Background: an optimization exercise with open tools, aiming at a short achievable clock period and few clock cycles per item. Do not read the settings as production practice. The RTL was checked by simulation tests, not by an equivalence proof against the original design. Power is estimated from default activity; no workload was simulated.

## config.mk

```make
export PLATFORM = sky130hd
export DESIGN_NAME = zmips_top
export DESIGN_NICKNAME = zmips_top
export VERILOG_FILES = /design/flow/design.v
export SDC_FILE = /design/flow/constraint.sdc
export NUM_CORES = 4
export LEC_CHECK = 0
export CAP_MARGIN = 20
export CORE_MARGIN = 2
export CORE_UTILIZATION = 40
export SLEW_MARGIN = 20
```

## constraint.sdc

```tcl
create_clock -name core_clock -period 10.5 [get_ports {clk}]
set_input_delay 2.1000 -clock core_clock [delete_from_list [all_inputs] [get_ports {clk}]]
set_output_delay 2.1000 -clock core_clock [all_outputs]
set_load 0.01 [all_outputs]
```

## design.v

```verilog
`default_nettype none
package zmips_pkg;
    localparam int XLEN   = 32;    
    localparam int REG_AW = 5;     
    localparam int PCW    = 30;    
    localparam int BTB_AW = 3;     
    localparam int BTB_N  = 8;     
    localparam int BTB_TW = 8;     
    localparam int LP_W   = 4;     
    localparam logic [1:0] FMT_I = 2'b10;
    localparam logic [1:0] FMT_J = 2'b11;
endpackage
`default_nettype wire
`default_nettype none
import zmips_pkg::*;
module zmips_fetch
(
    input  logic            clk,
    input  logic            rst,
    input  logic            mis_d,          
    input  logic [PCW-1:0]  alt_d,
    input  logic            mis_e,          
    input  logic [PCW-1:0]  alt_e,
    input  logic            btb_wr,         
    input  logic [PCW-1:0]  btb_wr_pc,
    input  logic [PCW-1:0]  btb_wr_tgt,
    input  logic [XLEN-1:0] i_data,
    output logic [XLEN-1:0] i_addr,
    output logic [XLEN-1:0] id_instr,
    output logic            id_valid,
    output logic            id_pred,        
    output logic [PCW-1:0]  id_pc,          
    output logic [PCW-1:0]  id_btb_pc,      
    output logic            id_lp,          
    output logic [BTB_N-1:0] id_hit_oh,     
    input  logic            lp_upd,         
    input  logic            lp_fill_res,    
    input  logic            lp_taken,
    input  logic [BTB_N-1:0] lp_oh,
    output logic [PCW-1:0]  id_pc_inc,      
    input  logic            d_wr_next,      
    input  logic [REG_AW-1:0] d_dest,
    input  logic            ex_wr_reg,      
    input  logic [REG_AW-1:0] ex_dest,
    output logic [31:0]     id_sa_reg,      
    output logic [31:0]     id_sa_reg_n,    
    output logic            id_sa_w,        
    output logic            id_sa_e,        
    output logic            id_sa_imm,      
    output logic [31:0]     id_sb_reg,
    output logic [31:0]     id_sb_reg_n,
    output logic            id_sb_w,
    output logic            id_sb_e
);
    localparam int NB = BTB_N;
    logic [PCW-1:0]         pc, pc_inc, f_next, d_next, btb_tgt, hit_pc;
    logic [NB-1:0]          btb_v, hit, thit, lexit;
    logic [NB-1:0][LP_W-1:0] lp_cnt, lp_trip;
    logic [NB-1:0][PCW-1:0] btb_pc, btb_to;
    logic [BTB_AW-1:0]      btb_ptr;
    logic                   is_j, btb_hit;
    logic                   fill;
    logic [PCW-1:0]         fill_pc, fill_tgt;
    logic [PCW-1:0] pc_port_n;
    assign i_addr = {~pc_port_n, 2'b00};
    assign pc_inc = pc + 1'b1;
    always_comb
    begin
        btb_tgt = '0;
        hit_pc  = '0;
        for (int i = 0; i < NB; i++)
        begin
            lexit[i] = (lp_trip[i] != '0) & (lp_cnt[i] + 1'b1 == lp_trip[i]);
            thit[i]  = btb_v[i] & (btb_pc[i][BTB_TW-1:0] == pc[BTB_TW-1:0]);
            hit[i]   = thit[i] & ~lexit[i];
            btb_tgt  = btb_tgt | (btb_to[i] & {PCW{hit[i]}});
            hit_pc   = hit_pc | (btb_pc[i] & {PCW{thit[i]}});
        end
    end
    assign btb_hit = |hit;
    assign is_j = (i_data[31:30] == FMT_J);
    logic [31:0] sa_reg, sb_reg;
    logic        sa_w, sa_e, sb_w, sb_e;
    assign sa_e   = ~i_data[30] & d_wr_next & (d_dest == i_data[25:21]);
    assign sa_w   = ~i_data[30] & ~sa_e & ex_wr_reg & (ex_dest == i_data[25:21]);
    assign sa_reg = (i_data[30] | sa_e | sa_w) ? 32'd0 : 32'd1 << i_data[25:21];
    assign sb_e   = d_wr_next & (d_dest == i_data[20:16]);
    assign sb_w   = ~sb_e & ex_wr_reg & (ex_dest == i_data[20:16]);
    assign sb_reg = (sb_e | sb_w) ? 32'd0 : 32'd1 << i_data[20:16];
    always_comb
    begin
        if (is_j)
            f_next = i_data[29:0];
        else if (btb_hit)
            f_next = btb_tgt;
        else
            f_next = pc_inc;
    end
    assign d_next = mis_e ? alt_e : alt_d;
    always_ff @(posedge clk)
    begin
        if (rst)
        begin
            pc        <= '0;
            pc_port_n <= '1;
            id_valid  <= 1'b0;
        end
        else
        begin
            pc        <= (mis_e | mis_d) ? d_next : f_next;
            pc_port_n <= ~((mis_e | mis_d) ? d_next : f_next);
            id_valid  <= ~(mis_e | mis_d);
        end
    end
    always_ff @(posedge clk)
    begin
        id_instr  <= i_data;
        id_pred   <= btb_hit & ~is_j;
        id_pc     <= pc;
        id_btb_pc <= hit_pc;
        id_lp     <= |(thit & lexit) & ~is_j;
        id_hit_oh <= thit;
        id_pc_inc <= pc_inc;
        id_sa_reg   <= sa_reg;
        id_sa_reg_n <= ~sa_reg;
        id_sa_w     <= sa_w;
        id_sa_e     <= sa_e;
        id_sa_imm   <= i_data[30];
        id_sb_reg   <= sb_reg;
        id_sb_reg_n <= ~sb_reg;
        id_sb_w     <= sb_w;
        id_sb_e     <= sb_e;
    end
    always_ff @(posedge clk)
    begin
        if (rst)
        begin
            fill    <= 1'b0;
            btb_v   <= '0;
            btb_ptr <= '0;
        end
        else
        begin
            fill <= btb_wr;
            if (fill)
            begin
                for (int i = 0; i < NB; i++)
                    if (btb_ptr == i)
                        btb_v[i] <= 1'b1;
                    else if (btb_pc[i][BTB_TW-1:0] == fill_pc[BTB_TW-1:0])
                        btb_v[i] <= 1'b0;
                btb_ptr <= btb_ptr + 1'b1;
            end
        end
    end
    always_ff @(posedge clk)
    begin
        fill_pc  <= btb_wr_pc;
        fill_tgt <= btb_wr_tgt;
        for (int i = 0; i < NB; i++)
            if (fill && btb_ptr == i)
            begin
                btb_pc[i] <= fill_pc;
                btb_to[i] <= fill_tgt;
            end
    end
    always_ff @(posedge clk)
    begin
        if (rst)
        begin
            lp_cnt  <= '0;
            lp_trip <= '0;
        end
        else
        begin
            for (int i = 0; i < NB; i++)
                if (fill && btb_ptr == i)
                begin
                    lp_cnt[i]  <= LP_W'(lp_fill_res & lp_taken);
                    lp_trip[i] <= LP_W'(lp_fill_res & ~lp_taken);
                end
                else if (lp_upd && lp_oh[i])
                begin
                    if (lp_taken)
                    begin
                        if (lp_cnt[i] != '1)
                            lp_cnt[i] <= lp_cnt[i] + 1'b1;
                    end
                    else
                    begin
                        lp_trip[i] <= (lp_cnt[i] == '1) ? '0 : lp_cnt[i] + 1'b1;
                        lp_cnt[i]  <= '0;
                    end
                end
        end
    end
endmodule
`default_nettype wire
`default_nettype none
import zmips_pkg::*;
module zmips_control
(
    input  logic              clk,
    input  logic              rst,
    input  logic [XLEN-1:0]   id_instr,
    input  logic              id_valid,
    input  logic              id_pred,
    input  logic [PCW-1:0]    id_pc,
    input  logic [PCW-1:0]    id_btb_pc,
    input  logic              id_lp,
    input  logic [BTB_N-1:0]  id_hit_oh,
    input  logic [PCW-1:0]    id_pc_inc,
    input  logic              flag_z,
    input  logic              flag_c,
    input  logic              flag_n,
    input  logic              ex_zsum,
    input  logic              mis_e,          
    input  logic [31:0][XLEN-1:0] regs,
    input  logic [XLEN-1:0]   ex_y,
    input  logic [XLEN-1:0]   wb_data,
    input  logic [31:0]       id_sa_reg,
    input  logic [31:0]       id_sa_reg_n,
    input  logic              id_sa_w,
    input  logic              id_sa_e,
    input  logic              id_sa_imm,
    input  logic [31:0]       id_sb_reg,
    input  logic [31:0]       id_sb_reg_n,
    input  logic              id_sb_w,
    input  logic              id_sb_e,
    output logic              d_wr_next,
    output logic [REG_AW-1:0] d_dest,
    output logic              mis_d,
    output logic [PCW-1:0]    alt_d,
    output logic              lp_upd,
    output logic              lp_fill_res,    
    output logic              lp_taken,
    output logic [BTB_N-1:0]  lp_oh,
    output logic              btb_wr,
    output logic [PCW-1:0]    btb_wr_pc,
    output logic [PCW-1:0]    btb_wr_tgt,
    output logic [XLEN-1:0]   ex_a,
    output logic [XLEN-1:0]   ex_b,           
    output logic [XLEN-1:0]   ex_bx,          
    output logic              ex_op_pass,
    output logic              ex_op_and,
    output logic              ex_op_or,
    output logic              ex_op_xor,
    output logic              ex_op_arith,
    output logic              ex_op_sll,
    output logic              ex_op_srl,
    output logic              ex_op_sra,
    output logic [4:0]        ex_shamt,
    output logic              ex_cin_one,
    output logic [REG_AW-1:0] ex_dest,
    output logic              ex_wr_reg,
    output logic              ex_store,
    output logic              ex_wr_z,
    output logic              ex_wr_c,
    output logic              ex_wr_n,
    output logic              ex_br,          
    output logic [1:0]        ex_br_cc,
    output logic              ex_br_k,
    output logic              ex_br_always,   
    output logic [PCW-1:0]    ex_br_alt
);
    logic              valid, is_r, is_imm, is_b, is_cond;
    logic [3:0]        code;
    logic [1:0]        cc;
    logic              wr_f, fr, k, st, st_raw, use_reg, use_live, defer, bogus, full;
    logic              m_reg, m_live;
    logic [PCW-1:0]    br_tgt;
    logic              sub;
    logic [XLEN-1:0]   a_reg, b_reg, a_next, b_next;
    logic [REG_AW-1:0] dest;
    assign valid   = id_valid & ~mis_e;
    assign is_r    = valid & ~id_instr[31];
    assign is_imm  = id_instr[30];
    assign is_b    = valid & (id_instr[31:30] == FMT_I);
    assign cc      = id_instr[27:26];
    assign is_cond = is_b & (cc != 2'd3);
    assign code    = is_imm ? 4'b0000 : {id_instr[26], id_instr[5:3]};
    assign dest    = is_imm ? 5'd0 : id_instr[15:11];
    assign sub     = (code == 4'b0101);
    assign d_wr_next = is_r & id_instr[28];
    assign d_dest    = dest;
    always_comb
    begin
        case (cc)
            2'd0:    begin wr_f = ex_wr_z; fr = flag_z; end
            2'd1:    begin wr_f = ex_wr_c; fr = flag_c; end
            default: begin wr_f = ex_wr_n; fr = flag_n; end
        endcase
    end
    assign full     = (id_btb_pc == id_pc);
    assign bogus    = valid & id_pred & ~full;
    assign k        = ~(id_instr[29] ^ id_pred);
    assign st_raw   = (cc == 2'd3) | id_instr[25] | (cc == 2'd0 & ~id_instr[29]);
    assign st       = st_raw & ~(id_lp & full);
    assign use_reg  = ~wr_f;
    assign use_live = wr_f & (cc == 2'd0) & ex_op_arith;
    assign defer    = wr_f & ~use_live;
    assign m_reg    = (is_b & (cc == 2'd3) & ~id_pred) | (is_cond & use_reg & (fr ^ k))
                    | (is_cond & defer & st & ~id_pred);
    assign m_live   = is_cond & use_live;
    assign mis_d    = bogus | m_reg | (m_live & (ex_zsum ^ k));
    assign br_tgt   = id_pc_inc + {{(PCW-26){id_instr[25]}}, id_instr[25:0]};
    assign alt_d    = id_pred ? id_pc_inc : br_tgt;
    assign btb_wr     = is_b & st & (~id_pred | bogus);
    always_ff @(posedge clk)
    begin
        if (rst)
        begin
            lp_upd      <= 1'b0;
            lp_fill_res <= 1'b0;
        end
        else
        begin
            lp_upd      <= is_cond & (id_pred | id_lp) & full & (use_reg | use_live);
            lp_fill_res <= is_cond & (use_reg | use_live);
        end
        lp_taken <= ~((use_live ? ex_zsum : fr) ^ id_instr[29]);
        lp_oh    <= id_hit_oh;
    end
    assign btb_wr_pc  = id_pc;
    assign btb_wr_tgt = br_tgt;
    always_comb
    begin
        a_reg = '0;
        b_reg = '0;
        for (int i = 0; i < 32; i++)
        begin
            a_reg[15:0]  = a_reg[15:0]  | (regs[i][15:0]  & {16{id_sa_reg[i]}});
            a_reg[31:16] = a_reg[31:16] | (regs[i][31:16] & {16{~id_sa_reg_n[i]}});
            b_reg[15:0]  = b_reg[15:0]  | (regs[i][15:0]  & {16{id_sb_reg[i]}});
            b_reg[31:16] = b_reg[31:16] | (regs[i][31:16] & {16{~id_sb_reg_n[i]}});
        end
    end
    assign a_next = a_reg | (wb_data & {XLEN{id_sa_w}}) | (ex_y & {XLEN{id_sa_e}})
                  | ({{6{id_instr[25]}}, id_instr[25:0]} & {XLEN{id_sa_imm}});
    assign b_next = b_reg | (wb_data & {XLEN{id_sb_w}}) | (ex_y & {XLEN{id_sb_e}});
    always_ff @(posedge clk)
    begin
        ex_a      <= a_next;
        ex_b      <= b_next;
        ex_bx     <= b_next ^ {XLEN{sub}};
        ex_shamt  <= id_instr[10:6];
        ex_dest   <= dest;
        ex_op_and <= (code == 4'b0001);
        ex_op_or  <= (code == 4'b0010);
        ex_op_xor <= (code == 4'b0011);
        ex_op_arith <= (code == 4'b0100) | sub;
        ex_op_sll <= (code == 4'b1000);
        ex_op_srl <= (code == 4'b1010);
        ex_op_sra <= (code == 4'b1011);
        ex_op_pass <= ~((code[3:2] == 2'b00 & code[1:0] != 2'b00) | code == 4'b0100
                        | code == 4'b0101 | code == 4'b1000 | code == 4'b1010
                        | code == 4'b1011);
        ex_cin_one <= sub & ~id_instr[28];
        ex_br_cc  <= cc;
        ex_br_k      <= ~(id_instr[29] ^ (st & ~bogus));
        ex_br_always <= bogus & (cc == 2'd3);
        ex_br_alt    <= (st & ~bogus) ? id_pc_inc : br_tgt;
    end
    always_ff @(posedge clk)
    begin
        if (rst)
        begin
            ex_wr_reg <= 1'b0;
            ex_store  <= 1'b0;
            ex_wr_z   <= 1'b0;
            ex_wr_c   <= 1'b0;
            ex_wr_n   <= 1'b0;
            ex_br     <= 1'b0;
        end
        else
        begin
            ex_wr_reg <= is_r & id_instr[28];
            ex_store  <= is_r & id_instr[29] & ~id_instr[28];
            ex_wr_z   <= is_r & id_instr[0];
            ex_wr_c   <= is_r & id_instr[1];
            ex_wr_n   <= is_r & id_instr[2];
            ex_br     <= (is_cond & defer) | (is_b & bogus);
        end
    end
endmodule
`default_nettype wire
`default_nettype none
import zmips_pkg::*;
module zmips_regfile
(
    input  logic                  clk,
    input  logic [REG_AW-1:0]     wr_addr,
    input  logic [XLEN-1:0]       wr_data,
    input  logic                  wr,
    output logic [31:0][XLEN-1:0] regs       
);
    always_ff @(posedge clk)
    begin
        for (int i = 0; i < 32; i++)
            if (wr && wr_addr == 5'(i))
                regs[i] <= wr_data;
    end
endmodule
`default_nettype wire
`default_nettype none
import zmips_pkg::*;
module zmips_alu
(
    input  logic [XLEN-1:0] a,
    input  logic [XLEN-1:0] bx,         
    input  logic            op_pass,    
    input  logic            op_and,
    input  logic            op_or,
    input  logic            op_xor,
    input  logic            op_arith,   
    input  logic            op_sll,
    input  logic            op_srl,
    input  logic            op_sra,
    input  logic [4:0]      shamt,
    input  logic            cin,
    output logic [XLEN-1:0] y,
    output logic            zero,
    output logic            zsum,       
    output logic            cout,
    output logic            neg
);
    logic [XLEN-1:0] y_and, y_or, y_xor, y_sll, y_sr;
    logic [XLEN:0]   sum;
    logic [XLEN-1:0] m_sll, m_sr;
    logic            z_and, z_or, z_xor, z_a, z_sll, z_sr;
    assign sum   = {1'b0, a} + {1'b0, bx} + {{XLEN{1'b0}}, cin};
    assign y_and = a & bx;
    assign y_or  = a | bx;
    assign y_xor = a ^ bx;
    assign y_sll = a << shamt;
    assign y_sr  = $signed({op_sra & a[XLEN-1], a}) >>> shamt;
    assign y = ({XLEN{op_pass}} & a) | ({XLEN{op_and}} & y_and) | ({XLEN{op_or}} & y_or)
             | ({XLEN{op_xor}} & y_xor) | ({XLEN{op_arith}} & sum[XLEN-1:0])
             | ({XLEN{op_sll}} & y_sll) | ({XLEN{op_srl | op_sra}} & y_sr);
    assign zsum  = &((a ^ bx) ~^ {a[XLEN-2:0] | bx[XLEN-2:0], cin});
    assign z_and = ~|y_and;
    assign z_or  = ~|y_or;
    assign z_xor = ~|y_xor;
    assign z_a   = ~|a;
    assign m_sll = {XLEN{1'b1}} >> shamt;
    assign m_sr  = {XLEN{1'b1}} << shamt;
    assign z_sll = ~|(a & m_sll);
    assign z_sr  = ~|(a & m_sr);
    assign zero = (op_pass & z_a) | (op_and & z_and) | (op_or & z_or) | (op_xor & z_xor)
                | (op_arith & zsum) | (op_sll & z_sll) | ((op_srl | op_sra) & z_sr);
    assign cout = op_arith & sum[XLEN];
    assign neg  = (op_pass & a[XLEN-1]) | (op_and & y_and[XLEN-1]) | (op_or & y_or[XLEN-1])
                | (op_xor & y_xor[XLEN-1]) | (op_arith & sum[XLEN-1])
                | (op_sll & y_sll[XLEN-1]) | (op_srl & (shamt == 5'd0) & a[XLEN-1])
                | (op_sra & a[XLEN-1]);
endmodule
`default_nettype wire
`default_nettype none
import zmips_pkg::*;
module zmips_execute
(
    input  logic              clk,
    input  logic              rst,
    input  logic [XLEN-1:0]   ex_a,
    input  logic [XLEN-1:0]   ex_b,
    input  logic [XLEN-1:0]   ex_bx,
    input  logic              ex_op_pass,
    input  logic              ex_op_and,
    input  logic              ex_op_or,
    input  logic              ex_op_xor,
    input  logic              ex_op_arith,
    input  logic              ex_op_sll,
    input  logic              ex_op_srl,
    input  logic              ex_op_sra,
    input  logic [4:0]        ex_shamt,
    input  logic              ex_cin_one,
    input  logic [REG_AW-1:0] ex_dest,
    input  logic              ex_wr_reg,
    input  logic              ex_store,
    input  logic              ex_wr_z,
    input  logic              ex_wr_c,
    input  logic              ex_wr_n,
    input  logic              ex_br,
    input  logic [1:0]        ex_br_cc,
    input  logic              ex_br_k,
    input  logic              ex_br_always,
    input  logic [PCW-1:0]    ex_br_alt,
    output logic [XLEN-1:0]   ex_y,
    output logic              ex_zsum,
    output logic              flag_z,
    output logic              flag_c,
    output logic              flag_n,
    output logic              mis_e,
    output logic [PCW-1:0]    alt_e,
    output logic [XLEN-1:0]   wb_data,
    output logic [REG_AW-1:0] wb_addr,
    output logic              wb_wr,
    output logic [XLEN-1:0]   d_addr,
    output logic [XLEN-1:0]   d_wdata,
    output logic              d_wr
);
    logic ex_z, ex_c, ex_n, fsel;
    zmips_alu u_alu (
        .a        (ex_a),
        .bx       (ex_bx),
        .op_pass  (ex_op_pass),
        .op_and   (ex_op_and),
        .op_or    (ex_op_or),
        .op_xor   (ex_op_xor),
        .op_arith (ex_op_arith),
        .op_sll   (ex_op_sll),
        .op_srl   (ex_op_srl),
        .op_sra   (ex_op_sra),
        .shamt    (ex_shamt),
        .cin      (ex_cin_one | flag_c),
        .y        (ex_y),
        .zero     (ex_z),
        .zsum     (ex_zsum),
        .cout     (ex_c),
        .neg      (ex_n)
    );
    always_comb
    begin
        case (ex_br_cc)
            2'd0:    fsel = flag_z;
            2'd1:    fsel = flag_c;
            default: fsel = flag_n;
        endcase
    end
    assign mis_e = ex_br & (ex_br_always | (fsel ^ ex_br_k));
    assign alt_e = ex_br_alt;
    always_ff @(posedge clk)
    begin
        if (rst)
        begin
            flag_z <= 1'b0;
            flag_c <= 1'b0;
            flag_n <= 1'b0;
        end
        else
        begin
            if (ex_wr_z) flag_z <= ex_z;
            if (ex_wr_c) flag_c <= ex_c;
            if (ex_wr_n) flag_n <= ex_n;
        end
    end
    always_ff @(posedge clk)
    begin
        if (rst)
            d_wr <= 1'b0;
        else
            d_wr <= ex_store;
    end
    always_ff @(posedge clk)
    begin
        d_addr  <= ex_y & {XLEN{ex_store}};
        d_wdata <= ex_b & {XLEN{ex_store}};
    end
    always_ff @(posedge clk)
    begin
        if (rst)
            wb_wr <= 1'b0;
        else
            wb_wr <= ex_wr_reg;
    end
    always_ff @(posedge clk)
    begin
        wb_data <= ex_y;
        wb_addr <= ex_dest;
    end
endmodule
`default_nettype wire
`default_nettype none
import zmips_pkg::*;
module zmips_top
(
    input  logic            clk,
    input  logic            rst,
    input  logic [XLEN-1:0] i_data,
    output logic [XLEN-1:0] i_addr,
    output logic [XLEN-1:0] d_addr,
    output logic [XLEN-1:0] d_wdata,
    output logic            d_wr
);
    logic [XLEN-1:0]   id_instr;
    logic              id_valid, id_pred;
    logic [PCW-1:0]    id_pc, id_btb_pc, id_pc_inc, alt_d, alt_e;
    logic              btb_wr;
    logic              id_lp, lp_upd, lp_fill_res, lp_taken;
    logic [BTB_N-1:0]  id_hit_oh, lp_oh;
    logic [PCW-1:0]    btb_wr_pc, btb_wr_tgt;
    logic              mis_d, mis_e;
    logic [31:0][XLEN-1:0] regs;
    logic [31:0]       id_sa_reg, id_sa_reg_n, id_sb_reg, id_sb_reg_n;
    logic              id_sa_w, id_sa_e, id_sa_imm, id_sb_w, id_sb_e;
    logic              d_wr_next;
    logic [REG_AW-1:0] d_dest;
    logic [XLEN-1:0]   ex_a, ex_b, ex_bx, ex_y;
    logic              ex_op_pass, ex_op_and, ex_op_or, ex_op_xor, ex_op_arith;
    logic              ex_op_sll, ex_op_srl, ex_op_sra;
    logic [4:0]        ex_shamt;
    logic              ex_cin_one;
    logic [REG_AW-1:0] ex_dest;
    logic              ex_wr_reg, ex_store, ex_wr_z, ex_wr_c, ex_wr_n;
    logic              ex_br, ex_br_k, ex_br_always;
    logic [1:0]        ex_br_cc;
    logic [PCW-1:0]    ex_br_alt;
    logic              ex_zsum;
    logic              flag_z, flag_c, flag_n;
    logic [XLEN-1:0]   wb_data;
    logic [REG_AW-1:0] wb_addr;
    logic              wb_wr;
    zmips_fetch u_fetch (
        .clk, .rst, .mis_d, .alt_d, .mis_e, .alt_e,
        .btb_wr, .btb_wr_pc, .btb_wr_tgt, .i_data, .i_addr,
        .id_instr, .id_valid, .id_pred, .id_pc, .id_btb_pc, .id_pc_inc,
        .d_wr_next, .d_dest, .ex_wr_reg, .ex_dest,
        .id_sa_reg, .id_sa_reg_n, .id_sa_w, .id_sa_e, .id_sa_imm,
        .id_sb_reg, .id_sb_reg_n, .id_sb_w, .id_sb_e,
        .id_lp, .id_hit_oh, .lp_upd, .lp_fill_res, .lp_taken, .lp_oh
    );
    zmips_control u_control (
        .clk, .rst, .id_instr, .id_valid, .id_pred, .id_pc, .id_btb_pc, .id_pc_inc,
        .id_lp, .id_hit_oh, .lp_upd, .lp_fill_res, .lp_taken, .lp_oh,
        .flag_z, .flag_c, .flag_n, .ex_zsum, .mis_e,
        .regs, .ex_y, .wb_data,
        .id_sa_reg, .id_sa_reg_n, .id_sa_w, .id_sa_e, .id_sa_imm,
        .id_sb_reg, .id_sb_reg_n, .id_sb_w, .id_sb_e, .d_wr_next, .d_dest,
        .mis_d, .alt_d, .btb_wr, .btb_wr_pc, .btb_wr_tgt,
        .ex_a, .ex_b, .ex_bx, .ex_op_pass, .ex_op_and, .ex_op_or, .ex_op_xor,
        .ex_op_arith, .ex_op_sll, .ex_op_srl, .ex_op_sra,
        .ex_shamt, .ex_cin_one, .ex_dest, .ex_wr_reg, .ex_store,
        .ex_wr_z, .ex_wr_c, .ex_wr_n, .ex_br, .ex_br_cc, .ex_br_k, .ex_br_always, .ex_br_alt
    );
    zmips_regfile u_regfile (
        .clk,
        .wr_addr (wb_addr),
        .wr_data (wb_data),
        .wr      (wb_wr),
        .regs
    );
    zmips_execute u_execute (
        .clk, .rst, .ex_a, .ex_b, .ex_bx,
        .ex_op_pass, .ex_op_and, .ex_op_or, .ex_op_xor, .ex_op_arith,
        .ex_op_sll, .ex_op_srl, .ex_op_sra, .ex_shamt, .ex_cin_one,
        .ex_dest, .ex_wr_reg, .ex_store, .ex_wr_z, .ex_wr_c, .ex_wr_n,
        .ex_br, .ex_br_cc, .ex_br_k, .ex_br_always, .ex_br_alt,
        .ex_y, .ex_zsum, .flag_z, .flag_c, .flag_n, .mis_e, .alt_e,
        .wb_data, .wb_addr, .wb_wr, .d_addr, .d_wdata, .d_wr
    );
endmodule
`default_nettype wire
```

## flow/run.sh

```bash
#!/bin/bash
export ADDER_MAP_FILE=
export SETUP_SLACK_MARGIN=7.0
export BUFFER_PORTS_ARGS="-buffer_cell sky130_fd_sc_hd__buf_4"
bash standard.sh > standard.log 2>&1
```

## standard.sh

```bash
#!/bin/bash
# synth_recipe.tcl (not shown) runs the flow's synth.tcl, then flattens the netlist and writes it again
# the make line also repeats each setting of config.mk as NAME=value (left out here)
make -C /OpenROAD-flow-scripts/flow DESIGN_CONFIG=/design/flow/config.mk WORK_HOME=/design/flow/orfs CLKGATE_MAP_FILE= SYNTH_SCRIPT=/design/flow/synth_recipe.tcl "${@:-finish}"
```

==> results.txt, run 1 <==
status=timing/DRC/antenna clean; Pre-Repair DR Iteration Count=13; number of instances on the worst hold path=0; complex-gate fraction of the synthesized area=approximately 17%; floorplan row count=between 150 and 200; Worst Tran Pin Value=~1.4 ns; design area=between 0.1 and 0.15 mm^2; gr ovfl total=0; Final Slew Violations=0; via count of the first global-routing pass=between 70k and 80k; hold_buf cts=0; insertion delay of the later-clocked pin in the worst-skew pair=just over 0.9 ns; smallest setup slack after layout=6.87 ns; Final ANT Viol Nets=0; IR drop worst, VDD=approximately 0.19 mV; most common cell after layout, fill and taps aside=sky130_fd_sc_hd__edfxtp_1; number of cells on the worst reg-to-reg path=12; clock root buffer=sky130_fd_sc_hd__clkbuf_16; most used cells in the layout excluding fill and tap cells=sky130_fd_sc_hd__edfxtp_1, sky130_fd_sc_hd__dfxtp_1, sky130_fd_sc_hd__a22oi_1; total vias in the final route=roughly 77k; critical path arrival=around 4.4 ns; count of flip-flops with a built-in enable after synthesis=~1.5k; mean number of vias per cell=between 6 and 7; CP endpoint kind=register; async set or reset register ratio after synthesis=0%; area of the core region=0.235 mm^2; NumNets Final=7733; number of fill cells in the layout=about 21k; data required time at the worst endpoint=11.27 ns; number of library cell types mapped by synthesis=roughly 110; share of the clock period used by the worst path after layout=~35%; placed wire-length estimate=about 250 mm; Post-Synth XOR/XNOR Area=between 3 and 4%; Max Clock Skew=about 0.082 ns; total negative setup slack=0 ns; total leakage power=~38 nW; number of synthesized register bits=between 2k and 2.5k; overall die width=between 400 and 500 um; Die ar.=about 0.24 mm^2; number of port buffers=roughly 130; Hold Fails Final Rpt=0; top_reg_cell synth=sky130_fd_sc_hd__edfxtp_1; final period demand of the worst path=roughly 3.6 ns; fraction of final layout cells sized beyond drive strength 1=17.6%; P per Cell Area=approximately 190 mW/mm^2; worst setup path class=reg -> reg; Setup-failing EPs final=0; CTS H-tree lvls=4; Final Routed Wirelength=about 430 mm; initial antenna violation count=37; number of buffers on the longest clock path=3; gr usage total=roughly 34%; Top-Level Pins=131; biggest fanout along the worst timing path=8; worst hold slack=0.326 ns; number of DRC markers in iteration 0=14.9k; starting density of the core=40.2%; Cell Area, Placed=between 0.09 and 0.1 mm^2; DR DRC count=0; kind of launch point of the worst setup path=register; final core utilization=46.9%; portion of netlist area occupied by mux cells=2.58%; cell area after synthesis=0.0946 mm^2; Mapped Cells=about 7.6k; max-capacitance violation count=0; maximum operating frequency=0.276 GHz; Die Y=around 490 um; TritonCTS buffer count=approximately 220; worst setup slack before clock tree synthesis=approximately 5.2 ns; flop-to-flop setup slack=6.87 ns; proportion of synthesized chip area in sequential cells=63.3%; largest family of logic cells by synthesized area=compound AO/OA/AOI/OAI gates; Wirelength per Cell=slightly below 40 um; global placement routability congestion=~1.0; Synth warnings=4; first-pass GRT wire length=~570 mm; max FFs per register=between 1k and 1.5k; number of placed instances with taps included=10.5k; average footprint of a synthesized cell=12.5 um^2; worst max-slew margin expressed relative to the limit=a little under a tenth; post-synthesis simple-gate area fraction=8.91%; P&R area growth vs syn=16.7%; Final Instance Count excl. Fillers=11.1k; top flop regs=u_regfile.regs x1024, u_fetch.btb_pc x240, u_fetch.btb_to x240; class of the worst hold path=reg -> reg; number of sinks handled by clock tree synthesis=~2.2k; clock tree from TritonCTS=done; clk slew on worst S/H paths=about 0.060 ns; largest register by flop count=u_regfile.regs; Final Total Pwr=~21 mW; maximum number of pins on one net before global-route repair=85; setup repair after global routing missed its margin=true; post-synthesis share of cell area spent on full adders, half adders and majority gates=less than 1%
synthesized netlist by cell type (all sizes together), types with 16 or more instances:
library cell	n	share of area, %
a211o	29	0.27
nand2b	30	0.20
nor2	426	1.7
dfxtp	733	16
xor2	142	1.4
a211oi	48	0.39
a222oi	31	0.33
o22a	44	0.41
mux2i	69	0.73
nand4	217	1.4
or2	23	0.15
a21o	28	0.22
and3	39	0.26
nor4	86	0.60
inv	290	1.2
nand2	325	1.3
buf	120	0.62
a31oi	54	0.36
and2	94	0.62
nor2b	56	0.37
o221ai	28	0.27
a22o	357	3.3
mux2	35	0.42
a21boi	23	0.18
o21a	21	0.17
a22oi	535	4.2
a221oi	313	2.9
o211ai	43	0.35
a2111oi	17	0.18
o22ai	100	0.66
o21ai	145	0.77
edfxtp	1504	48
nand3	153	0.81
a21oi	236	1.3
o2111ai	23	0.21
nor3	138	0.73
xnor2	277	2.6
or3	22	0.15
mux4	60	1.4
clkbuf	459	1.8
o31ai	16	0.13
maj3	30	0.32
path summary, 6_finish.rpt:
check	startpoint	end
worst min register to register	u_fetch.id_hit_oh[5]$_DFF_P_	u_control.lp_oh[5]$_DFF_P_
worst min-delay path	u_fetch.id_hit_oh[5]$_DFF_P_	u_control.lp_oh[5]$_DFF_P_
worst max-delay path	u_control.ex_bx[23]$_DFF_P_	u_fetch.pc_port_n[25]$_SDFF_PP1_
worst max register to register	u_control.ex_bx[23]$_DFF_P_	u_fetch.pc_port_n[25]$_SDFF_PP1_
worst max-delay path: stages, from the launching register on:
cell and delay (ns):
sky130_fd_sc_hd__dfxtp_4 0.36, sky130_fd_sc_hd__or4_4 0.55, sky130_fd_sc_hd__or4_4 0.43, sky130_fd_sc_hd__a211o_4 0.39, sky130_fd_sc_hd__nor4_4 0.27, sky130_fd_sc_hd__buf_6 0.19
sky130_fd_sc_hd__xnor2_4 0.09, sky130_fd_sc_hd__o221ai_4 0.28, sky130_fd_sc_hd__buf_12 0.15, sky130_fd_sc_hd__nand2_8 0.11, sky130_fd_sc_hd__buf_8 0.22, sky130_fd_sc_hd__buf_8 0.13
sky130_fd_sc_hd__a2111o_1 0.36
area by class of cell:
class | instances | area, um^2 | share of cell area (%)
antenna | 23 | 57.6 | 0.0521
clock buffer | 304 | 6170 | 5.59
clock inverter | 118 | 1520 | 1.38
inverter | 294 | 1140 | 1.03
multi-input combinational | 4457 | 33000 | 29.9
sequential | 2237 | 60100 | 54.5
tap | 3150 | 3940 | 3.57
timing repair buffer | 488 | 4410 | 4.00
per-layer routing:
metal	GRT usage, %	part of all wire (%)	up-vias
li1	-	-	29831
met1	40.6	34	37674
met2	48.7	42	7287
met3	15.0	16	2079
met4	21.9	8.5	44
met5	1.21	0.17	-
cell families (layout without fill, tap and decap cells):
family	after synthesis	count (layout)
fa+ha+maj	30	30
flops	2237	2237
xor+xnor	419	419
other cells	1	25
buf+inv	873	1204
compound gates	2169	2169
simple gates	1672	1673
mux	164	164
power by group:
part | internal, mW | total, mW | switching (mW)
Combinational | 0.789 | 2.27 | 1.49
Sequential | 9.91 | 10.5 | 0.542
Clock | 4.74 | 8.33 | 3.59
Total | 15.4 | 21.1 | 5.62
what timing repair did:
action / CTS / global route
buffers inserted: 29 / 61
resized for setup: 321 / 211
pin swaps: 13 / 49
setup endpoints to repair: 378 / 163
cloned: 3 / 12
Testbench counts, summed over its fixed seeds: cycles 40,823, instrs 37,437.
==> inputs of run 2 (changes only) <==
--- a/design.v
+++ b/design.v
@@ -131,21 +131,27 @@
         id_sb_w     <= sb_w;
         id_sb_e     <= sb_e;
     end
+    logic [BTB_AW-1:0] ptr_next;
+    logic [NB-1:0]     fill_we;
+    assign ptr_next = fill ? btb_ptr + 1'b1 : btb_ptr;
     always_ff @(posedge clk)
     begin
         if (rst)
         begin
             fill    <= 1'b0;
+            fill_we <= '0;
             btb_v   <= '0;
             btb_ptr <= '0;
         end
         else
         begin
             fill <= btb_wr;
+            for (int i = 0; i < NB; i++)
+                fill_we[i] <= btb_wr & (ptr_next == i);
             if (fill)
             begin
                 for (int i = 0; i < NB; i++)
-                    if (btb_ptr == i)
+                    if (fill_we[i])
                         btb_v[i] <= 1'b1;
                     else if (btb_pc[i][BTB_TW-1:0] == fill_pc[BTB_TW-1:0])
                         btb_v[i] <= 1'b0;
@@ -158,7 +164,7 @@
         fill_pc  <= btb_wr_pc;
         fill_tgt <= btb_wr_tgt;
         for (int i = 0; i < NB; i++)
-            if (fill && btb_ptr == i)
+            if (fill_we[i])
             begin
                 btb_pc[i] <= fill_pc;
                 btb_to[i] <= fill_tgt;
@@ -174,7 +180,7 @@
         else
         begin
             for (int i = 0; i < NB; i++)
-                if (fill && btb_ptr == i)
+                if (fill_we[i])
                 begin
                     lp_cnt[i]  <= LP_W'(lp_fill_res & lp_taken);
                     lp_trip[i] <= LP_W'(lp_fill_res & ~lp_taken);
@@ -250,6 +256,7 @@
     output logic              ex_op_srl,
     output logic              ex_op_sra,
     output logic [4:0]        ex_shamt,
+    output logic [4:0]        ex_shamt_n,     
     output logic              ex_cin_one,
     output logic [REG_AW-1:0] ex_dest,
     output logic              ex_wr_reg,
@@ -344,6 +351,7 @@
         ex_b      <= b_next;
         ex_bx     <= b_next ^ {XLEN{sub}};
         ex_shamt  <= id_instr[10:6];
+        ex_shamt_n <= ~id_instr[10:6];
         ex_dest   <= dest;
         ex_op_and <= (code == 4'b0001);
         ex_op_or  <= (code == 4'b0010);
@@ -417,6 +425,7 @@
     input  logic            op_srl,
     input  logic            op_sra,
     input  logic [4:0]      shamt,
+    input  logic [4:0]      shamt_n,    
     input  logic            cin,
     output logic [XLEN-1:0] y,
     output logic            zero,
@@ -433,7 +442,7 @@
     assign y_or  = a | bx;
     assign y_xor = a ^ bx;
     assign y_sll = a << shamt;
-    assign y_sr  = $signed({op_sra & a[XLEN-1], a}) >>> shamt;
+    assign y_sr  = $signed({op_sra & a[XLEN-1], a}) >>> ~shamt_n;
     assign y = ({XLEN{op_pass}} & a) | ({XLEN{op_and}} & y_and) | ({XLEN{op_or}} & y_or)
              | ({XLEN{op_xor}} & y_xor) | ({XLEN{op_arith}} & sum[XLEN-1:0])
              | ({XLEN{op_sll}} & y_sll) | ({XLEN{op_srl | op_sra}} & y_sr);
@@ -443,7 +452,7 @@
     assign z_xor = ~|y_xor;
     assign z_a   = ~|a;
     assign m_sll = {XLEN{1'b1}} >> shamt;
-    assign m_sr  = {XLEN{1'b1}} << shamt;
+    assign m_sr  = {XLEN{1'b1}} << ~shamt_n;
     assign z_sll = ~|(a & m_sll);
     assign z_sr  = ~|(a & m_sr);
     assign zero = (op_pass & z_a) | (op_and & z_and) | (op_or & z_or) | (op_xor & z_xor)
@@ -451,7 +460,7 @@
     assign cout = op_arith & sum[XLEN];
     assign neg  = (op_pass & a[XLEN-1]) | (op_and & y_and[XLEN-1]) | (op_or & y_or[XLEN-1])
                 | (op_xor & y_xor[XLEN-1]) | (op_arith & sum[XLEN-1])
-                | (op_sll & y_sll[XLEN-1]) | (op_srl & (shamt == 5'd0) & a[XLEN-1])
+                | (op_sll & y_sll[XLEN-1]) | (op_srl & (shamt_n == 5'h1f) & a[XLEN-1])
                 | (op_sra & a[XLEN-1]);
 endmodule
 `default_nettype wire
@@ -473,6 +482,7 @@
     input  logic              ex_op_srl,
     input  logic              ex_op_sra,
     input  logic [4:0]        ex_shamt,
+    input  logic [4:0]        ex_shamt_n,
     input  logic              ex_cin_one,
     input  logic [REG_AW-1:0] ex_dest,
     input  logic              ex_wr_reg,
@@ -512,6 +522,7 @@
         .op_srl   (ex_op_srl),
         .op_sra   (ex_op_sra),
         .shamt    (ex_shamt),
+        .shamt_n  (ex_shamt_n),
         .cin      (ex_cin_one | flag_c),
         .y        (ex_y),
         .zero     (ex_z),
@@ -598,7 +609,7 @@
     logic [XLEN-1:0]   ex_a, ex_b, ex_bx, ex_y;
     logic              ex_op_pass, ex_op_and, ex_op_or, ex_op_xor, ex_op_arith;
     logic              ex_op_sll, ex_op_srl, ex_op_sra;
-    logic [4:0]        ex_shamt;
+    logic [4:0]        ex_shamt, ex_shamt_n;
     logic              ex_cin_one;
     logic [REG_AW-1:0] ex_dest;
     logic              ex_wr_reg, ex_store, ex_wr_z, ex_wr_c, ex_wr_n;
@@ -629,7 +640,7 @@
         .mis_d, .alt_d, .btb_wr, .btb_wr_pc, .btb_wr_tgt,
         .ex_a, .ex_b, .ex_bx, .ex_op_pass, .ex_op_and, .ex_op_or, .ex_op_xor,
         .ex_op_arith, .ex_op_sll, .ex_op_srl, .ex_op_sra,
-        .ex_shamt, .ex_cin_one, .ex_dest, .ex_wr_reg, .ex_store,
+        .ex_shamt, .ex_shamt_n, .ex_cin_one, .ex_dest, .ex_wr_reg, .ex_store,
         .ex_wr_z, .ex_wr_c, .ex_wr_n, .ex_br, .ex_br_cc, .ex_br_k, .ex_br_always, .ex_br_alt
     );
     zmips_regfile u_regfile (
@@ -642,7 +653,7 @@
     zmips_execute u_execute (
         .clk, .rst, .ex_a, .ex_b, .ex_bx,
         .ex_op_pass, .ex_op_and, .ex_op_or, .ex_op_xor, .ex_op_arith,
-        .ex_op_sll, .ex_op_srl, .ex_op_sra, .ex_shamt, .ex_cin_one,
+        .ex_op_sll, .ex_op_srl, .ex_op_sra, .ex_shamt, .ex_shamt_n, .ex_cin_one,
         .ex_dest, .ex_wr_reg, .ex_store, .ex_wr_z, .ex_wr_c, .ex_wr_n,
         .ex_br, .ex_br_cc, .ex_br_k, .ex_br_always, .ex_br_alt,
         .ex_y, .ex_zsum, .flag_z, .flag_c, .flag_n, .mis_e, .alt_e,
==> results.txt, run 2 <==
area share of the largest cell type after synthesis=48.1% (+0.33 points); first-pass GRT wire length=579 mm (+1.2%); starting density of the core=40.3% (+0.099 points); total vias in the final route=76.8k (-0.10%); CTS H-tree lvls=4 (unchanged); GRT met1 Usage=43.3% (+2.8 points); gr ovfl total=0 (unchanged); number of library cell types mapped by synthesis=95 (-9.5%); Global Route met3 Usage=14.8% (-0.20 points); share of the clock period used by the worst path after layout=35.0% (+0.49 points); Final ANT Viol Nets=0 (unchanged); NumNets Final=7802 (+0.89%); routing layer with the top usage in global route=met2; clock root buffer=sky130_fd_sc_hd__clkbuf_16; met2 track demand over resource in global routing=50.1% (+1.4 points); Die ar.=0.239 mm^2 (-0.69%); max-capacitance violation count=0 (unchanged); maximum operating frequency=0.272 GHz (-1.4%); most common cell after layout, fill and taps aside=sky130_fd_sc_hd__edfxtp_1; worst max-slew margin expressed relative to the limit=7.16% (-2.2 points); number of fill cells in the layout=20.4k (-1.8%); count of flip-flops with a built-in enable after synthesis=1504 (unchanged); worst hold slack=0.316 ns (-0.00976 ns); Final Slew Violations=0 (unchanged); Cell Area, Placed=0.0992 mm^2 (-0.43%); global placement routability congestion=1.01 (-3.2%); most used cells in the layout excluding fill and tap cells=sky130_fd_sc_hd__edfxtp_1, sky130_fd_sc_hd__a22oi_1, sky130_fd_sc_hd__dfxtp_1; number of port buffers=128 (unchanged); Final Routed Wirelength=432 mm (+1.3%); max FFs per register=1024 (unchanged); Synth warnings=4 (unchanged); total negative setup slack=0 ns (unchanged); Commonest cells post-synth=sky130_fd_sc_hd__edfxtp_1, sky130_fd_sc_hd__dfxtp_1, sky130_fd_sc_hd__a22oi_1, sky130_fd_sc_hd__clkbuf_1, sky130_fd_sc_hd__nor2_1; floorplan row count=177 (-0.56%); P per Cell Area=192 mW/mm^2 (+0.73%); biggest fanout along the worst timing path=6 (-2); Die Y=489 um (-0.35%); Setup-failing EPs final=0 (unchanged); insertion delay of the later-clocked pin in the worst-skew pair=0.96 ns (+0.04 ns); Hold Fails Final Rpt=0 (unchanged); setup repair after global routing missed its margin=true; IR drop worst, VDD=0.198 mV (+2.9%); maximum number of pins on one net before global-route repair=68 (-20%); initial antenna violation count=41 (+11%); proportion of synthesized chip area in sequential cells=64.0% (+0.72 points); average footprint of a synthesized cell=12.5 um^2 (-0.15%); data required time at the worst endpoint=11.32 ns (+0.05 ns); largest register by flop count=u_regfile.regs; number of sinks handled by clock tree synthesis=2250 (+0.58%); P&R area growth vs syn=18.5%; cells taking the most area after synthesis=sky130_fd_sc_hd__edfxtp_1, sky130_fd_sc_hd__dfxtp_1, sky130_fd_sc_hd__a22oi_1; mean number of vias per cell=6.90 (-0.65%); dominant cell type by area after synthesis=sky130_fd_sc_hd__edfxtp_1; gr usage total=34.8% (+1.1 points); top_reg_cell synth=sky130_fd_sc_hd__edfxtp_1; TritonCTS buffer count=224 (+1.4%); most used standard cell by instance count after synthesis=sky130_fd_sc_hd__edfxtp_1; area of the core region=0.233 mm^2 (-0.94%); async set or reset register ratio after synthesis=0% (unchanged); fraction of final layout cells sized beyond drive strength 1=19.4% (+1.8 points); overall die width=489 um (-0.35%); number of DRC markers in iteration 0=15.4k (+3.2%); DR DRC count=0 (unchanged); Top-Level Pins=131 (unchanged); worst setup path class=reg -> reg; Pre-Repair DR Iteration Count=8 (-5); top flop regs=u_regfile.regs x1024, u_fetch.btb_pc x240, u_fetch.btb_to x240; via count of the first global-routing pass=70.8k (-0.11%); critical path arrival=4.50 ns (+0.10 ns); Mapped Cells=7524 (-0.54%); final period demand of the worst path=3.68 ns (+0.0510 ns); design area=0.111 mm^2 (+0.86%); number of buffers on the longest clock path=3 (unchanged); status=timing/DRC/antenna clean; kind of launch point of the worst setup path=register; clock tree from TritonCTS=done; number of synthesized register bits=2250 (+0.58%); Worst Tran Pin Value=1.39 ns (+0.0321 ns); clk slew on worst S/H paths=0.07 ns (about the same); placed wire-length estimate=255 mm (+0.50%); CP endpoint kind=register; total leakage power=38.6 nW (+0.81%); cell area after synthesis=0.0939 mm^2 (-0.70%); Wirelength per Cell=38.8 um (+0.77%); class of the worst hold path=reg -> reg; Max Clock Skew=0.105 ns (+0.0223 ns)
## run 2: changes by cell type in the layout (fill, tap and decap cells not counted), moves of 28 or more
cell	change
sky130_fd_sc_hd__buf_4	+47
sky130_fd_sc_hd__nand2_1	+51
sky130_fd_sc_hd__dfxtp_4	+34
sky130_fd_sc_hd__xor2_1	+38
sky130_fd_sc_hd__xnor2_1	-38
sky130_fd_sc_hd__inv_1	-45
sky130_fd_sc_hd__nor3_1	-31
sky130_fd_sc_hd__mux4_2	-37
sky130_fd_sc_hd__a22oi_1	+28
sky130_fd_sc_hd__dfxtp_1	-30
sky130_fd_sc_hd__mux2i_1	+55
## run 2: metal layers
layer  vias up  wire length [um]  share of wire (%)
met5         -               312              0.072
met4        28             32500                7.5
met3      1979             67300                 16
met2      7443            180000                 42
met1     37590            152000                 35
li1      29795                 -                  -
## run 2: through the flow
| stage | util (%) | power [mW] | setup slack [ns] | std cells |
|---|---|---|---|---|
| 6_report | 47.8 | 21.4 | 6.82 | 11132 |
| 5_1_grt | 47.8 | 21.8 | 6.79 | 11107 |
| 4_1_cts | 47.0 | 21.2 | 6.85 | 11027 |
| 3_5_place_dp | 42.6 | 12.7 | 5.22 | 10487 |
| 3_3_place_gp | 42.6 | 12.7 | 4.98 | 10487 |
| 2_1_floorplan | - | 11.6 | 6.99 | 7525 |
## run 2: path summary, 6_finish.rpt
path,end,from,slack [ns],depth (start not counted)
max reg2reg,u_fetch.pc_port_n[28]$_SDFF_PP1_,u_control.ex_a[26]$_DFF_P_,6.82,19
max,u_fetch.pc_port_n[28]$_SDFF_PP1_,u_control.ex_a[26]$_DFF_P_,6.82,19
min reg2reg,u_control.lp_oh[7]$_DFF_P_,u_fetch.id_hit_oh[7]$_DFF_P_,0.32,0
min,u_control.lp_oh[7]$_DFF_P_,u_fetch.id_hit_oh[7]$_DFF_P_,0.32,0
## run 2: power by group
group,internal [mW],total (mW),switching (mW)
Combinational,0.837,2.37,1.53
Clock,4.77,8.46,3.69
Sequential,9.99,10.6,0.566
Total,15.6,21.4,5.79
## run 2: layout make-up
cell class / instances / area (um^2) / area share [%]
sequential: 2250 / 60500 / 54.4
tap: 3132 / 3920 / 3.52
timing repair buffer: 571 / 5340 / 4.80
inverter: 248 / 955 / 0.858
antenna: 30 / 75.1 / 0.0674
clock buffer: 307 / 6230 / 5.60
clock inverter: 121 / 1570 / 1.41
multi-input combinational: 4473 / 32700 / 29.4
## run 2: what timing repair did
item                       4_1_cts  5_1_grt
hold buffers                     0        0
pin swaps                       54       64
resized for setup              477      244
setup buffers                   98       64
setup endpoints to repair      263      211
cloned                          14        9
## run 2: cell families after synthesis
group / count (synthesis) / synth area share (%)
compound gates: 2146 / 17.2
xor+xnor: 428 / 3.99
fa+ha+maj: 32 / 0.353
buf+inv: 808 / 3.29
flops: 2250 / 64.0
mux: 180 / 2.28
other cells: 1 / 0.00399
simple gates: 1679 / 8.86
## run 2: critical path: stages, from the launching register on
cell and delay, ns:
sky130_fd_sc_hd__dfxtp_4 0.39, sky130_fd_sc_hd__buf_12 0.14, sky130_fd_sc_hd__or2_4 0.26, sky130_fd_sc_hd__xnor2_4 0.17
sky130_fd_sc_hd__nor4_4 0.28, sky130_fd_sc_hd__o21ai_1 0.12, sky130_fd_sc_hd__nor3_1 0.23, sky130_fd_sc_hd__nand4_1 0.13
sky130_fd_sc_hd__buf_6 0.17, sky130_fd_sc_hd__buf_6 0.11, sky130_fd_sc_hd__o211a_1 0.12, sky130_fd_sc_hd__nor4_4 0.32
sky130_fd_sc_hd__nor4_4 0.10, sky130_fd_sc_hd__buf_6 0.16, sky130_fd_sc_hd__buf_16 0.14, sky130_fd_sc_hd__buf_12 0.13
sky130_fd_sc_hd__buf_8 0.12, sky130_fd_sc_hd__nand3_2 0.05, sky130_fd_sc_hd__o211ai_1 0.13, sky130_fd_sc_hd__a21o_1 0.23
Testbench counts of run 2, summed over its fixed seeds: cycles 40,823, instrs 37,437.
==> inputs of run 3 (changes only) <==
--- a/design.v
+++ b/design.v
@@ -219,7 +219,6 @@
     input  logic              flag_z,
     input  logic              flag_c,
     input  logic              flag_n,
-    input  logic              ex_zsum,
     input  logic              mis_e,          
     input  logic [31:0][XLEN-1:0] regs,
     input  logic [XLEN-1:0]   ex_y,
@@ -237,10 +236,10 @@
     output logic [REG_AW-1:0] d_dest,
     output logic              mis_d,
     output logic [PCW-1:0]    alt_d,
-    output logic              lp_upd,
-    output logic              lp_fill_res,    
-    output logic              lp_taken,
-    output logic [BTB_N-1:0]  lp_oh,
+    output logic              lp_upd_d,
+    output logic              lp_fill_res_d,  
+    output logic              lp_taken_d,
+    output logic [BTB_N-1:0]  lp_oh_d,
     output logic              btb_wr,
     output logic [PCW-1:0]    btb_wr_pc,
     output logic [PCW-1:0]    btb_wr_tgt,
@@ -268,13 +267,16 @@
     output logic [1:0]        ex_br_cc,
     output logic              ex_br_k,
     output logic              ex_br_always,   
-    output logic [PCW-1:0]    ex_br_alt
+    output logic [PCW-1:0]    ex_br_alt,
+    output logic              ex_br_sense,
+    output logic              ex_lp_trk,      
+    output logic [BTB_N-1:0]  ex_lp_oh
 );
     logic              valid, is_r, is_imm, is_b, is_cond;
     logic [3:0]        code;
     logic [1:0]        cc;
-    logic              wr_f, fr, k, st, st_raw, use_reg, use_live, defer, bogus, full;
-    logic              m_reg, m_live;
+    logic              wr_f, fr, k, st, st_raw, use_reg, defer, bogus, full;
+    logic              m_reg;
     logic [PCW-1:0]    br_tgt;
     logic              sub;
     logic [XLEN-1:0]   a_reg, b_reg, a_next, b_next;
@@ -304,12 +306,10 @@
     assign st_raw   = (cc == 2'd3) | id_instr[25] | (cc == 2'd0 & ~id_instr[29]);
     assign st       = st_raw & ~(id_lp & full);
     assign use_reg  = ~wr_f;
-    assign use_live = wr_f & (cc == 2'd0) & ex_op_arith;
-    assign defer    = wr_f & ~use_live;
+    assign defer    = wr_f;
     assign m_reg    = (is_b & (cc == 2'd3) & ~id_pred) | (is_cond & use_reg & (fr ^ k))
                     | (is_cond & defer & st & ~id_pred);
-    assign m_live   = is_cond & use_live;
-    assign mis_d    = bogus | m_reg | (m_live & (ex_zsum ^ k));
+    assign mis_d    = bogus | m_reg;
     assign br_tgt   = id_pc_inc + {{(PCW-26){id_instr[25]}}, id_instr[25:0]};
     assign alt_d    = id_pred ? id_pc_inc : br_tgt;
     assign btb_wr     = is_b & st & (~id_pred | bogus);
@@ -317,16 +317,16 @@
     begin
         if (rst)
         begin
-            lp_upd      <= 1'b0;
-            lp_fill_res <= 1'b0;
+            lp_upd_d      <= 1'b0;
+            lp_fill_res_d <= 1'b0;
         end
         else
         begin
-            lp_upd      <= is_cond & (id_pred | id_lp) & full & (use_reg | use_live);
-            lp_fill_res <= is_cond & (use_reg | use_live);
+            lp_upd_d      <= is_cond & (id_pred | id_lp) & full & use_reg;
+            lp_fill_res_d <= is_cond & use_reg;
         end
-        lp_taken <= ~((use_live ? ex_zsum : fr) ^ id_instr[29]);
-        lp_oh    <= id_hit_oh;
+        lp_taken_d <= ~(fr ^ id_instr[29]);
+        lp_oh_d    <= id_hit_oh;
     end
     assign btb_wr_pc  = id_pc;
     assign btb_wr_tgt = br_tgt;
@@ -368,6 +368,9 @@
         ex_br_k      <= ~(id_instr[29] ^ (st & ~bogus));
         ex_br_always <= bogus & (cc == 2'd3);
         ex_br_alt    <= (st & ~bogus) ? id_pc_inc : br_tgt;
+        ex_br_sense  <= id_instr[29];
+        ex_lp_trk    <= (id_pred | id_lp) & full & ~bogus;
+        ex_lp_oh     <= id_hit_oh;
     end
     always_ff @(posedge clk)
     begin
@@ -495,8 +498,18 @@
     input  logic              ex_br_k,
     input  logic              ex_br_always,
     input  logic [PCW-1:0]    ex_br_alt,
+    input  logic              ex_br_sense,
+    input  logic              ex_lp_trk,
+    input  logic [BTB_N-1:0]  ex_lp_oh,
+    input  logic              lp_upd_d,
+    input  logic              lp_fill_res_d,
+    input  logic              lp_taken_d,
+    input  logic [BTB_N-1:0]  lp_oh_d,
+    output logic              lp_upd,
+    output logic              lp_fill_res,
+    output logic              lp_taken,
+    output logic [BTB_N-1:0]  lp_oh,
     output logic [XLEN-1:0]   ex_y,
-    output logic              ex_zsum,
     output logic              flag_z,
     output logic              flag_c,
     output logic              flag_n,
@@ -509,7 +522,7 @@
     output logic [XLEN-1:0]   d_wdata,
     output logic              d_wr
 );
-    logic ex_z, ex_c, ex_n, fsel;
+    logic ex_z, ex_c, ex_n, ex_zsum, fsel;
     zmips_alu u_alu (
         .a        (ex_a),
         .bx       (ex_bx),
@@ -540,6 +553,11 @@
     end
     assign mis_e = ex_br & (ex_br_always | (fsel ^ ex_br_k));
     assign alt_e = ex_br_alt;
+    assign lp_upd      = lp_upd_d | (ex_br & ex_lp_trk);
+    assign lp_fill_res = lp_fill_res_d | ex_br;
+    assign lp_taken    = lp_upd_d | lp_fill_res_d ? lp_taken_d
+                                                  : (ex_br_always | ~(fsel ^ ex_br_sense));
+    assign lp_oh       = lp_upd_d ? lp_oh_d : ex_lp_oh;
     always_ff @(posedge clk)
     begin
         if (rst)
@@ -599,6 +617,9 @@
     logic              btb_wr;
     logic              id_lp, lp_upd, lp_fill_res, lp_taken;
     logic [BTB_N-1:0]  id_hit_oh, lp_oh;
+    logic              lp_upd_d, lp_fill_res_d, lp_taken_d;
+    logic [BTB_N-1:0]  lp_oh_d, ex_lp_oh;
+    logic              ex_br_sense, ex_lp_trk;
     logic [PCW-1:0]    btb_wr_pc, btb_wr_tgt;
     logic              mis_d, mis_e;
     logic [31:0][XLEN-1:0] regs;
@@ -616,7 +637,6 @@
     logic              ex_br, ex_br_k, ex_br_always;
     logic [1:0]        ex_br_cc;
     logic [PCW-1:0]    ex_br_alt;
-    logic              ex_zsum;
     logic              flag_z, flag_c, flag_n;
     logic [XLEN-1:0]   wb_data;
     logic [REG_AW-1:0] wb_addr;
@@ -632,8 +652,8 @@
     );
     zmips_control u_control (
         .clk, .rst, .id_instr, .id_valid, .id_pred, .id_pc, .id_btb_pc, .id_pc_inc,
-        .id_lp, .id_hit_oh, .lp_upd, .lp_fill_res, .lp_taken, .lp_oh,
-        .flag_z, .flag_c, .flag_n, .ex_zsum, .mis_e,
+        .id_lp, .id_hit_oh, .lp_upd_d, .lp_fill_res_d, .lp_taken_d, .lp_oh_d,
+        .flag_z, .flag_c, .flag_n, .mis_e,
         .regs, .ex_y, .wb_data,
         .id_sa_reg, .id_sa_reg_n, .id_sa_w, .id_sa_e, .id_sa_imm,
         .id_sb_reg, .id_sb_reg_n, .id_sb_w, .id_sb_e, .d_wr_next, .d_dest,
@@ -641,7 +661,8 @@
         .ex_a, .ex_b, .ex_bx, .ex_op_pass, .ex_op_and, .ex_op_or, .ex_op_xor,
         .ex_op_arith, .ex_op_sll, .ex_op_srl, .ex_op_sra,
         .ex_shamt, .ex_shamt_n, .ex_cin_one, .ex_dest, .ex_wr_reg, .ex_store,
-        .ex_wr_z, .ex_wr_c, .ex_wr_n, .ex_br, .ex_br_cc, .ex_br_k, .ex_br_always, .ex_br_alt
+        .ex_wr_z, .ex_wr_c, .ex_wr_n, .ex_br, .ex_br_cc, .ex_br_k, .ex_br_always, .ex_br_alt,
+        .ex_br_sense, .ex_lp_trk, .ex_lp_oh
     );
     zmips_regfile u_regfile (
         .clk,
@@ -656,7 +677,10 @@
         .ex_op_sll, .ex_op_srl, .ex_op_sra, .ex_shamt, .ex_shamt_n, .ex_cin_one,
         .ex_dest, .ex_wr_reg, .ex_store, .ex_wr_z, .ex_wr_c, .ex_wr_n,
         .ex_br, .ex_br_cc, .ex_br_k, .ex_br_always, .ex_br_alt,
-        .ex_y, .ex_zsum, .flag_z, .flag_c, .flag_n, .mis_e, .alt_e,
+        .ex_br_sense, .ex_lp_trk, .ex_lp_oh,
+        .lp_upd_d, .lp_fill_res_d, .lp_taken_d, .lp_oh_d,
+        .lp_upd, .lp_fill_res, .lp_taken, .lp_oh,
+        .ex_y, .flag_z, .flag_c, .flag_n, .mis_e, .alt_e,
         .wb_data, .wb_addr, .wb_wr, .d_addr, .d_wdata, .d_wr
     );
 endmodule
==> results.txt, run 3 <==
status=timing/DRC/antenna clean; end point of the worst hold path=u_control.lp_oh_d[7]$_DFF_P_; top_reg_cell synth=sky130_fd_sc_hd__edfxtp_1; final period demand of the worst path=3.60 ns (-0.0828 ns); area share of the largest cell type after synthesis=47.7% (-0.39 points); most common cell after layout, fill and taps aside=sky130_fd_sc_hd__edfxtp_1; Worst R2R End=u_control.ex_a[22]$_DFF_P_; P per Cell Area=194 mW/mm^2 (+0.77%); area of the core region=0.235 mm^2 (+1.0%); source of the worst register-to-register timing path=u_fetch.id_sa_reg_n[4]$_DFF_P_; Critical-path top delay cell=sky130_fd_sc_hd__dfxtp_4; cells taking the most area after synthesis=sky130_fd_sc_hd__edfxtp_1, sky130_fd_sc_hd__dfxtp_1, sky130_fd_sc_hd__a22oi_1; gr ovfl total=0 (unchanged); total negative setup slack=0 ns (unchanged); Setup-failing EPs final=0 (unchanged); Final ANT Viol Nets=0 (unchanged); count of flip-flops with a built-in enable after synthesis=1504 (unchanged); global placement routability congestion=1.00 (-1.1%); mean number of vias per cell=6.94 (+0.54%); max FFs per register=1024 (unchanged); Top-Level Pins=131 (unchanged); initial antenna violation count=32 (-22%); maximum number of pins on one net before global-route repair=75 (+10%); total leakage power=38.3 nW (-0.73%); first-pass GRT wire length=572 mm (-1.1%); starting density of the core=40.2% (-0.094 points); number of synthesized register bits=2252 (+0.089%); async set or reset register ratio after synthesis=0% (unchanged); placed wire-length estimate=251 mm (-1.5%); number of sinks handled by clock tree synthesis=2252 (+0.089%); Worst Tran Pin Value=1.28 ns (-0.107 ns); via count of the first global-routing pass=71.9k (+1.6%); gr usage total=33.6% (-1.2 points); Pre-Repair DR Iteration Count=9 (+1); fraction of final layout cells sized beyond drive strength 1=17.1% (-2.3 points); average footprint of a synthesized cell=12.4 um^2 (-0.37%); Die ar.=0.241 mm^2 (+0.80%); TritonCTS buffer count=223 (-0.45%); largest register by flop count=u_regfile.regs; biggest fanout along the worst timing path=1 (-5); IR drop worst, VDD=0.186 mV (-6.2%); largest stage delay on the critical path=0.43 ns (+0.04 ns); kind of launch point of the worst setup path=register; Final Routed Wirelength=424 mm (-1.8%); CP endpoint kind=output port; floorplan row count=178 (+0.56%); clock tree from TritonCTS=done; data required time at the worst endpoint=8.40 ns (-2.92 ns); number of port buffers=128 (unchanged); overall die width=491 um (+0.40%); Synth warnings=4 (unchanged); most used cells in the layout excluding fill and tap cells=sky130_fd_sc_hd__edfxtp_1, sky130_fd_sc_hd__dfxtp_1, sky130_fd_sc_hd__a22oi_1; critical path arrival=1.50 ns (-3.00 ns); Mapped Cells=7613 (+1.2%); Hold Fails Final Rpt=0 (unchanged); max-capacitance violation count=0 (unchanged); number of instances on the worst hold path=0 (unchanged); worst max-slew margin expressed relative to the limit=14.3% (+7.1 points); cell area after synthesis=0.0947 mm^2 (+0.81%); setup repair after global routing missed its margin=true; final core utilization=46.8% (-1.0 points); clock root buffer=sky130_fd_sc_hd__clkbuf_16; Max Clock Skew=0.100 ns (-0.00444 ns); sum of buffers and inverters on the critical path=1 (-6); proportion of synthesized chip area in sequential cells=63.5% (-0.47 points); number of cells on the worst reg-to-reg path=5 (-14); number of DRC markers in iteration 0=14.5k (-5.7%); dominant cell type by area after synthesis=sky130_fd_sc_hd__edfxtp_1; maximum operating frequency=0.278 GHz (+2.3%); top flop regs=u_regfile.regs x1024, u_fetch.btb_pc x240, u_fetch.btb_to x240; number of buffers on the longest clock path=3 (unchanged); clk slew on worst S/H paths=0.06 ns (about the same); flop-to-flop setup slack=6.92 ns (+0.10 ns); class of the worst hold path=reg -> reg; start point of the worst min-delay path=u_fetch.id_hit_oh[7]$_DFF_P_; share of the clock period used by the worst path after layout=34.3% (-0.79 points); P&R area growth vs syn=16.3%; Cell Area, Placed=0.0998 mm^2 (+0.69%); logic depth of the worst setup path including buffers=1 (-18); Die Y=491 um (+0.40%); worst setup path class=reg -> out; CTS H-tree lvls=4 (unchanged); total vias in the final route=77.1k (+0.28%); DR DRC count=0 (unchanged); most used standard cell by instance count after synthesis=sky130_fd_sc_hd__edfxtp_1; Commonest cells post-synth=sky130_fd_sc_hd__edfxtp_1, sky130_fd_sc_hd__dfxtp_1, sky130_fd_sc_hd__a22oi_1, sky130_fd_sc_hd__clkbuf_1, sky130_fd_sc_hd__nand2_1; number of library cell types mapped by synthesis=102 (+7.4%); insertion delay of the later-clocked pin in the worst-skew pair=0.95 ns (about the same); Final Slew Violations=0 (unchanged); ordered cell list for the critical path=buf_6; critical path's top delay family=flip-flops; NumNets Final=7762 (-0.51%); Wirelength per Cell=38.2 um (-1.6%); design area=0.110 mm^2 (-1.1%)
==> run 3: cell types whose count changed after synthesis, moves of 25 or more <==
| cell | previous run | this run |
|---|---|---|
| sky130_fd_sc_hd__a22oi_1 | 563 | 514 |
| sky130_fd_sc_hd__inv_1 | 242 | 291 |
| sky130_fd_sc_hd__nor2_1 | 413 | 379 |
| sky130_fd_sc_hd__xor2_1 | 183 | 142 |
| sky130_fd_sc_hd__nand3_1 | 140 | 187 |
| sky130_fd_sc_hd__o22ai_1 | 73 | 98 |
| sky130_fd_sc_hd__a221oi_1 | 309 | 337 |
| sky130_fd_sc_hd__xnor2_1 | 245 | 272 |
==> run 3: power by group <==
part	internal (mW)	total [mW]	switching, mW
clock network	4.87	8.56	3.69
registers	9.98	10.5	0.558
logic	0.767	2.22	1.46
==> run 3: metrics by stage <==
stage	total power, mW	cells	hold slack [ns]	worst slack [ns]
after floorplan	11.7	7614	0.310	6.89
after global placement	12.6	10571	0.314	5.55
after detailed placement	12.6	10572	0.314	5.46
after CTS	21.1	11026	0.328	6.86
after global routing	21.8	11080	0.330	6.89
final	21.3	11103	0.327	6.90
==> run 3: final cells by class <==
cell class              instances  area, um^2
fillers                     20754      125000
flip-flops and latches       2252       60500
multi-input cells            4489       32500
clock buffers                 302        6300
repair buffers                468        4090
well taps                    3150        3940
clock inverters               122        1640
inverters                     294        1140
diodes                         26        65.1
==> run 3: metal layers <==
metal,share of wire (%),vias up,track usage [%],wire length (um)
met4,8.5,31,22.1,36000
met5,0.12,-,0.694,488
met1,34,37496,40.2,144000
met3,16,2072,14.3,65800
li1,-,29907,-,-
met2,42,7544,49.2,178000
==> run 3: timing repair <==
item                       4_1_cts  5_1_grt
resized for setup              326      141
setup buffers                   28       46
cloned                           2        5
pin swaps                       20       26
setup endpoints to repair      296      127
hold buffers                     0        0
==> run 3: cell families (layout without fill, tap and decap cells) <==
group / count (synthesis) / in the layout / synth area share (%)
compound gates: 2183 / 2183 / 17.5
xor+xnor: 418 / 418 / 3.90
fa+ha+maj: 34 / 34 / 0.362
buf+inv: 874 / 1186 / 3.59
flops: 2252 / 2252 / 63.5
mux: 176 / 176 / 2.34
other cells: 1 / 28 / 0.00396
simple gates: 1675 / 1676 / 8.79
==> run 3: worst register-to-register path, stage by stage (launching register included) <==
cell and delay (ns):
sky130_fd_sc_hd__dfxtp_1 0.77, sky130_fd_sc_hd__inv_1 0.76, sky130_fd_sc_hd__a221oi_1 0.44, sky130_fd_sc_hd__nand3_1 0.10, sky130_fd_sc_hd__nor3_1 0.98, sky130_fd_sc_hd__nand2_1 0.31
==> run 3: how the worst max path moves through the flow <==
stage,from,to,slack [ns]
after floorplan,i_data[16],u_fetch.id_sb_reg_n[3]$_DFF_P_,6.89
after global placement,u_fetch.pc[3]$_SDFF_PP0_,u_fetch.pc_port_n[18]$_SDFF_PP1_,5.55
after detailed placement,u_fetch.pc[3]$_SDFF_PP0_,u_fetch.pc_port_n[18]$_SDFF_PP1_,5.46
after CTS,u_execute.d_addr[29]$_DFF_P_,d_addr[29],6.86
after global routing,u_fetch.pc_port_n[7]$_SDFF_PP1_,i_addr[9],6.89
final,u_execute.d_addr[29]$_DFF_P_,d_addr[29],6.90
Testbench counts of run 3, summed over its fixed seeds: cycles 41,312, instrs 37,437.

==> static timing again, ports no longer ideal <==
How much do the figures lean on ideal ports? The routed layouts below were timed once more, with nothing changed but the port constraints.
Step 1 assumes that a clkbuf_16 drives the clock port and a buf_2 every other input.
Step 2 moves the port delays by t, midway between the first and last clock arrival at a register: inputs arrive t later, outputs are due t later. That takes back most of the time a late clock gives input paths.
Slacks: ideal ports / drivers / drivers and shift; pairs: ideal ports / drivers.
| run | t (ns) | setup slack, ns | slew at the worst register clock pin (ns) |
|---|---|---|---|
| run 1 | 0.973 | 6.871 / 6.854 / 6.138 | 0.07 / 0.07 |
| run 2 | 1.014 | 6.820 / 6.791 / 6.043 | 0.07 / 0.07 |
| run 3 | 1.008 | 6.903 / 6.801 / 6.123 | 0.07 / 0.07 |
After both steps setup and hold are still met in every run listed. For run 3, which loses most, drivers alone change the setup slack by -0.102 ns; drivers and shift together by -0.780 ns.
